Background: an optimization exercise with open tools, aiming at small area, a short achievable clock period and few clock cycles per item. Do not read the settings as production practice.
Function was checked by simulation only, so behaviour that the tests miss may differ from the original.
No activity file was given, so power comes from the tool's default toggle rates.

File: config.mk
export PLATFORM = sky130hd
export DESIGN_NAME = matrix_rotate_clockwise_core
export DESIGN_NICKNAME = matrix_rotate_clockwise_core
export VERILOG_FILES = /design/flow/design.v
export SDC_FILE = /design/flow/constraint.sdc
export NUM_CORES = 4
export LEC_CHECK = 0
export CAP_MARGIN = 20
export CORE_MARGIN = 2
export CORE_UTILIZATION = 40
export PLACE_DENSITY = 0.6
export SLEW_MARGIN = 20
File: constraint.sdc
create_clock -name core_clock -period 5.0 [get_ports {i_clk}]
set_input_delay 1.0000 -clock core_clock [delete_from_list [all_inputs] [get_ports {i_clk}]]
set_output_delay 1.0000 -clock core_clock [all_outputs]
set_load 0.01 [all_outputs]
File: design.v
`default_nettype none
module matrix_rotate_clockwise_core (
    input  wire logic                  i_clk,
    input  wire logic                  i_rst_n,
    input  wire logic                  i_cfg_valid,
    output logic                       o_cfg_ready,
    input  wire logic [3:0]            i_cfg_matrix_dim,
    input  wire logic                  i_elem_valid,
    output logic                       o_elem_ready,
    input  wire logic [31:0]           i_elem_element_in,
    output logic                       o_rot_valid,
    input  wire logic                  i_rot_ready,
    output logic [31:0]                o_rot_element_out,
    output logic                       o_rot_last_of_matrix
);
    logic [2:0]  r_dm1;      
    logic [1:0]  r_ph;       
    logic [5:0]  r_waddr;    
    logic        r_rv;       
    logic [5:0]  r_raddr;    
    logic [6:0]  r_gap;      
    logic        r_ready;
    logic        r_ovalid;
    logic        r_olast;
    logic [31:0] r_odata;
    logic [31:0] r_mem [64];
    function automatic logic [5:0] f_start(input logic [1:0] m, input logic [2:0] dm1);
        case (m)
            2'd0: f_start = {3'd0, 3'd0};
            2'd1: f_start = {dm1, 3'd0};
            2'd2: f_start = {dm1, dm1};
            default: f_start = {3'd0, dm1};
        endcase
    endfunction
    function automatic logic f_is_last(input logic [1:0] m, input logic [2:0] dm1,
                                       input logic [5:0] a);
        case (m)
            2'd0: f_is_last = (a[5:3] == dm1)  && (a[2:0] == dm1);
            2'd1: f_is_last = (a[5:3] == 3'd0) && (a[2:0] == dm1);
            2'd2: f_is_last = (a[5:3] == 3'd0) && (a[2:0] == 3'd0);
            default: f_is_last = (a[5:3] == dm1) && (a[2:0] == 3'd0);
        endcase
    endfunction
    function automatic logic f_is_wrap(input logic [1:0] m, input logic [2:0] dm1,
                                       input logic [5:0] a);
        case (m)
            2'd0: f_is_wrap = (a[2:0] == dm1);
            2'd1: f_is_wrap = (a[5:3] == 3'd0);
            2'd2: f_is_wrap = (a[2:0] == 3'd0);
            default: f_is_wrap = (a[5:3] == dm1);
        endcase
    endfunction
    function automatic logic [5:0] f_step(input logic [1:0] m, input logic [2:0] dm1,
                                          input logic [5:0] a, input logic wrap);
        logic [2:0] row;
        logic [2:0] col;
        row = a[5:3];
        col = a[2:0];
        case (m)
            2'd0: f_step = wrap ? {row + 3'd1, 3'd0} : {row, col + 3'd1};
            2'd1: f_step = wrap ? {dm1, col + 3'd1}  : {row - 3'd1, col};
            2'd2: f_step = wrap ? {row - 3'd1, dm1}  : {row, col - 3'd1};
            default: f_step = wrap ? {3'd0, col - 3'd1} : {row + 3'd1, col};
        endcase
    endfunction
    function automatic logic [2:0] f_clamp(input logic [3:0] raw);
        if (raw == 4'd0)      f_clamp = 3'd0;
        else if (raw > 4'd8)  f_clamp = 3'd7;
        else                  f_clamp = 3'(raw - 4'd1);
    endfunction
    logic w_we;
    logic w_wlast;
    logic w_wwrap;
    logic w_rlast;
    logic w_rwrap;
    logic w_complete;
    logic w_d1;
    logic w_slot_free;
    logic w_re;
    logic [1:0] w_ph_next;
    assign w_we        = i_elem_valid & r_ready;
    assign w_wlast     = f_is_last(r_ph, r_dm1, r_waddr);
    assign w_wwrap     = f_is_wrap(r_ph, r_dm1, r_waddr);
    assign w_rlast     = f_is_last(r_ph, r_dm1, r_raddr);
    assign w_rwrap     = f_is_wrap(r_ph, r_dm1, r_raddr);
    assign w_complete  = w_we & w_wlast;
    assign w_d1        = (r_dm1 == 3'd0);
    assign w_slot_free = !r_ovalid | i_rot_ready;
    assign w_re        = w_slot_free & (r_rv | (w_complete & !w_d1));
    assign w_ph_next   = w_complete ? r_ph + 2'd1 : r_ph;
    always_ff @(posedge i_clk) begin
        if (!i_rst_n) begin
            r_dm1   <= 3'd2;
            r_ph    <= 2'd0;
            r_waddr <= 6'd0;
            r_rv    <= 1'b0;
            r_raddr <= {3'd2, 3'd0};
            r_gap   <= 7'd0;
            r_ready <= 1'b1;
        end else if (i_cfg_valid) begin
            r_dm1   <= f_clamp(i_cfg_matrix_dim);
            r_ph    <= 2'd0;
            r_waddr <= 6'd0;
            r_rv    <= 1'b0;
            r_raddr <= {f_clamp(i_cfg_matrix_dim), 3'd0};
            r_gap   <= 7'd0;
            r_ready <= 1'b1;
        end else begin
            r_ph <= w_ph_next;
            if (w_we) begin
                r_waddr <= w_wlast ? f_start(r_ph + 2'd1, r_dm1)
                                   : f_step(r_ph, r_dm1, r_waddr, w_wwrap);
            end
            if (r_rv) begin
                if (w_re) begin
                    r_raddr <= w_rlast ? f_start(r_ph + 2'd1, r_dm1)
                                       : f_step(r_ph, r_dm1, r_raddr, w_rwrap);
                end
                if (w_re & w_rlast) begin
                    r_rv <= 1'b0;
                end
                r_gap <= r_gap + 7'(w_re) - 7'(w_we);
                if (w_re & w_rlast) begin
                    r_ready <= 1'b1;
                end else if (w_re & !w_we) begin
                    r_ready <= 1'b1;
                end else if (!w_re & w_we) begin
                    r_ready <= (r_gap > 7'd1);
                end else begin
                    r_ready <= (r_gap != 7'd0);
                end
            end else if (w_complete) begin
                r_rv <= 1'b1;
                if (w_re) begin
                    r_raddr <= f_step(r_ph + 2'd1, r_dm1, r_raddr, 1'b0);
                end
                r_gap   <= 7'(w_re);
                r_ready <= w_re;
            end else begin
                r_ready <= 1'b1;
            end
        end
    end
    always_ff @(posedge i_clk) begin
        if (w_we) begin
            r_mem[r_waddr] <= i_elem_element_in;
        end
        if (w_re) begin
            r_odata <= r_mem[r_raddr];
            r_olast <= r_rv & w_rlast;
        end
    end
    always_ff @(posedge i_clk) begin
        if (!i_rst_n) begin
            r_ovalid <= 1'b0;
        end else if (w_re) begin
            r_ovalid <= 1'b1;
        end else if (i_rot_ready) begin
            r_ovalid <= 1'b0;
        end
    end
    assign o_cfg_ready          = 1'b1;
    assign o_elem_ready         = r_ready;
    assign o_rot_valid          = r_ovalid;
    assign o_rot_element_out    = r_odata;
    assign o_rot_last_of_matrix = r_olast;
endmodule
`default_nettype wire
File: run.sh
#!/bin/bash
# synth_recipe.tcl (not shown) runs the flow's synth.tcl, then flattens the netlist and writes it again
# the make line also repeats each setting of config.mk as NAME=value (left out here)
make -C /OpenROAD-flow-scripts/flow DESIGN_CONFIG=/design/flow/config.mk WORK_HOME=/design/flow/orfs CLKGATE_MAP_FILE= SYNTH_SCRIPT=/design/flow/synth_recipe.tcl finish
==> notes.md <==
power groups by stage:
stage,Sequential [mW],Combinational [mW],Clock [mW]
finish,19.5,0.952,15.3
global route,19.5,1.02,16.2
CTS,19.5,0.960,15.6
detailed placement,19.9,0.960,0
global placement,19.9,0.941,0
floorplan,19.9,0.368,0
state kept, by name (all words and copies together) (netlist names):
signal,count
r_dm1,3
r_gap,7
r_mem,2048
r_odata,32
r_olast,1
r_ovalid,1
r_ph,2
r_raddr,6
r_ready,1
r_rv,1
r_waddr,6
layout make-up:
cell class | instances | area [µm²]
flip-flops and latches | 2108 | 63000
repair buffers | 262 | 2800
multi-input cells | 1098 | 18300
inverters | 35 | 141
clock buffers | 263 | 5490
clock inverters | 131 | 1210
fillers | 16500 | 108000
diodes | 4 | 10.0
well taps | 2672 | 3340
layer usage:
layer  vias to the layer above  global-route usage  share of wire
li1                      15400                   -              -
met1                     21200               0.296           0.43
met2                      1678               0.312           0.47
met3                       250              0.0410          0.086
met4                         4              0.0425          0.018
met5                         -                   0        0.00013
placed cells by master (no fill, tap or decap), drive strengths merged, types with 13 or more instances in the layout:
master            n
edfxtp         2081
mux4            667
clkbuf          263
buf             219
clkinv          109
nor2             95
nand2            46
clkdlybuf4s50    43
inv              37
ha               34
dfxtp            27
a21oi            23
o21ai            23
nand3            19
a211oi           17
bufinv           16
xnor2            13
metrics by stage:
stage	power [mW]	util	cells
floorplan	20.2	-	3428
global placement	20.8	0.432	6175
detailed placement	20.8	0.432	6175
CTS	36.0	0.465	6569
global route	36.8	0.465	6570
finish	35.8	0.465	6573
worst paths after layout:
| kind | from | endpoint | slack, ns | cells after the start |
|---|---|---|---|---|
| setup / recovery | r_waddr[5]$_SDFFE_PP0P_ | r_gap[6]$_SDFFE_PP0P_ | 0.98 | 16 |
| setup reg to reg | r_waddr[5]$_SDFFE_PP0P_ | r_gap[6]$_SDFFE_PP0P_ | 0.98 | 16 |
| hold / removal | r_gap[5]$_SDFFE_PP0P_ | r_gap[5]$_SDFFE_PP0P_ | 0.47 | 2 |
| hold reg to reg | r_gap[5]$_SDFFE_PP0P_ | r_gap[5]$_SDFFE_PP0P_ | 0.47 | 2 |
worst reg2reg max path, delay by kind of cell, from the launching register on:
kind	cells	cell delay [ns]
buf+inv	2	0.12
compound gates	7	0.94
simple gates	3	1.07
flops	1	0.65
fa+ha+maj	3	0.88
xor+xnor	1	0.18
cell families (layout without fill, tap and decap cells):
family,after synthesis,after routing,synth area share
compound gates,134,134,0.0120
xor+xnor,24,24,0.00257
fa+ha+maj,37,37,0.00569
buf+inv,222,691,0.0117
flops,2108,2108,0.771
mux,672,672,0.184
other cells,1,5,0.0000458
simple gates,230,230,0.0131
==> results.yml <==
power:
  sequentialPowerShare: 0.545
  clkPwrFrac: 0.428
  peakVddDrop_mv: 0.374
  switchingPower_mw: 7.40
  powerDensity_nw_per_um2: 379
  power.leakage_nw: 28.1
  p_comb_frac: 0.027
  sw_frac_of_total: 0.207
  power.internal_mw: 28.4
yosys:
  synth_area_per_cell_um2: 23.9
  yosys-top-cells-count: "edfxtp_1, mux4_2, nor2_1, clkbuf_1, buf_2"
  ys_ff_latch: 2108
  netlist_instances: 3428
  synthFlopType: "edfxtp_1"
  synth_nets: 3504
  synthTopCellsByArea: "edfxtp_1, mux4_2, dfxtp_1"
  synth_area_leader_cell: "edfxtp_1"
  seq_area_frac_synth: 0.771
  yosysUniqueCellTypes: 67
  synth-edff-count: 2081
  async_flop_share: 0
  synth_most_common_cell: "edfxtp_1"
  synth_area_um2: 81800
  ys_warn_count: 1
  synth_top_area_share: 0.764
place:
  dpl_worst_slack_ns: 0.460
  gp_congestion: 0.800
  numPortBuffers: 75
  place_area_um2: 87600
  hpwl_um: 122000
floorplan:
  fp.dieW_um: 456
  core-area_um2: 203000
  rows: 165
  start_util: 0.403
  ios: 77
  die_h_um: 456
  dieArea_um2: 208000
route:
  first_iter_violations: 5349
  wl_um: 211000
  ant_nets: 0
  drc_errors: 0
  vias: 38600
  routed_via_density: 5.87
  wl_per_cell_um: 32.0
  first_pass_iters: 7
clock_network:
  cts.path.max_buffers: 3
  clk_latency_ns: 0.87
  cts_buffers: 208
  clock_sinks: 2108
  post_cts_resized: 0
  cts_setup_buffers: 0
  cts.clk_slew.worst_paths_ns: 0.06
  ctsHoldBuffers: 0
  cts_htree_levels: 4
  root_buffer: "clkbuf_16"
  cts_tree: "done"
grt:
  gr-usage-all-layers: 0.201
  grt_overflow: 0
  grt_pass1_wl_um: 297000
  grt_max_degree: 65
  grt_pass1_vias: 38700
  antenna_found_initial: 37
run_status:
  status: "no timing/DRC/antenna violations"
timing:
  max_freq_mhz: 249
  tightestPinTransition_ns: 1.05
  setup_viol: 0
  finalMaxSlewViolations: 0
  worst_clock_skew_ns: 0.0501
  finalHoldViolCount: 0
  rsz0062_at_grt: "no"
  setup_tns_ns: 0
  whs_ns: 0.473
  setup_ws_ns: 0.982
  fin_crit_ns: 4.02
  max_slew_margin: 0.294
  post-route-period-util: 0.804
critical_path:
  criticalPathCategory: "reg2reg"
  critical_path_arrival_ns: 4.68
  slowest_delay_ns: 0.65
  start_kind: "register"
  required_ns: 5.67
  crit_path_frequent_cell: "a21oi_1"
  crit_family: "simple AND/OR/NAND/NOR gates"
  path_cells: "xor2_1 -> or3_1 -> or4_4 -> a31oi_4 -> inv_1 -> ha_1 -> inv_1 -> ha_1 -> fa_1 -> nand2b_1 -> a21oi_1 -> o21bai_1 -> a21oi_1 -> o21a_1 -> o21ai_0 -> a21oi_1"
  end_kind: "register"
  crit_fanout: 15
  slowest_stage: "dfxtp_1"
  cp_num_buf_inv: 2
cells_and_area:
  finalInstanceArea_um2: 94300
  final_layout_size_suffix_gt1_frac: 0.322
  nNetsFinal: 3789
  syn_to_final_growth_pct: 15.3
flow_run:
  drv_cap: 0
min_path:
  hp-class: "reg2reg"
Testbench counts, summed over its fixed seeds: cycles 13,066, items 11,148.

## separate check: timing with driven ports
Ports are ideal in the flow. The routed layout listed here was re-timed in OpenROAD.
Step 1, drivers: a clkbuf_16 drives i_clk and a buf_2 each remaining input, both assumed.
Step 2 moves the port delays by t, midway between the first and last clock arrival at a register: inputs arrive t later, outputs are due t later. That takes back most of the time a late clock gives input paths.
Three values: ideal ports, drivers, drivers and shift; two values: the first two.
shift t [ns]: 0.931
setup WS [ns]: 0.982 / 0.982 / 0.431
hold WS [ns]: 0.473 / 0.473 / 0.473
After both steps this run still meets setup and hold. The setup slack of this run moves by 0.000 ns with the drivers and by -0.551 ns with both steps.
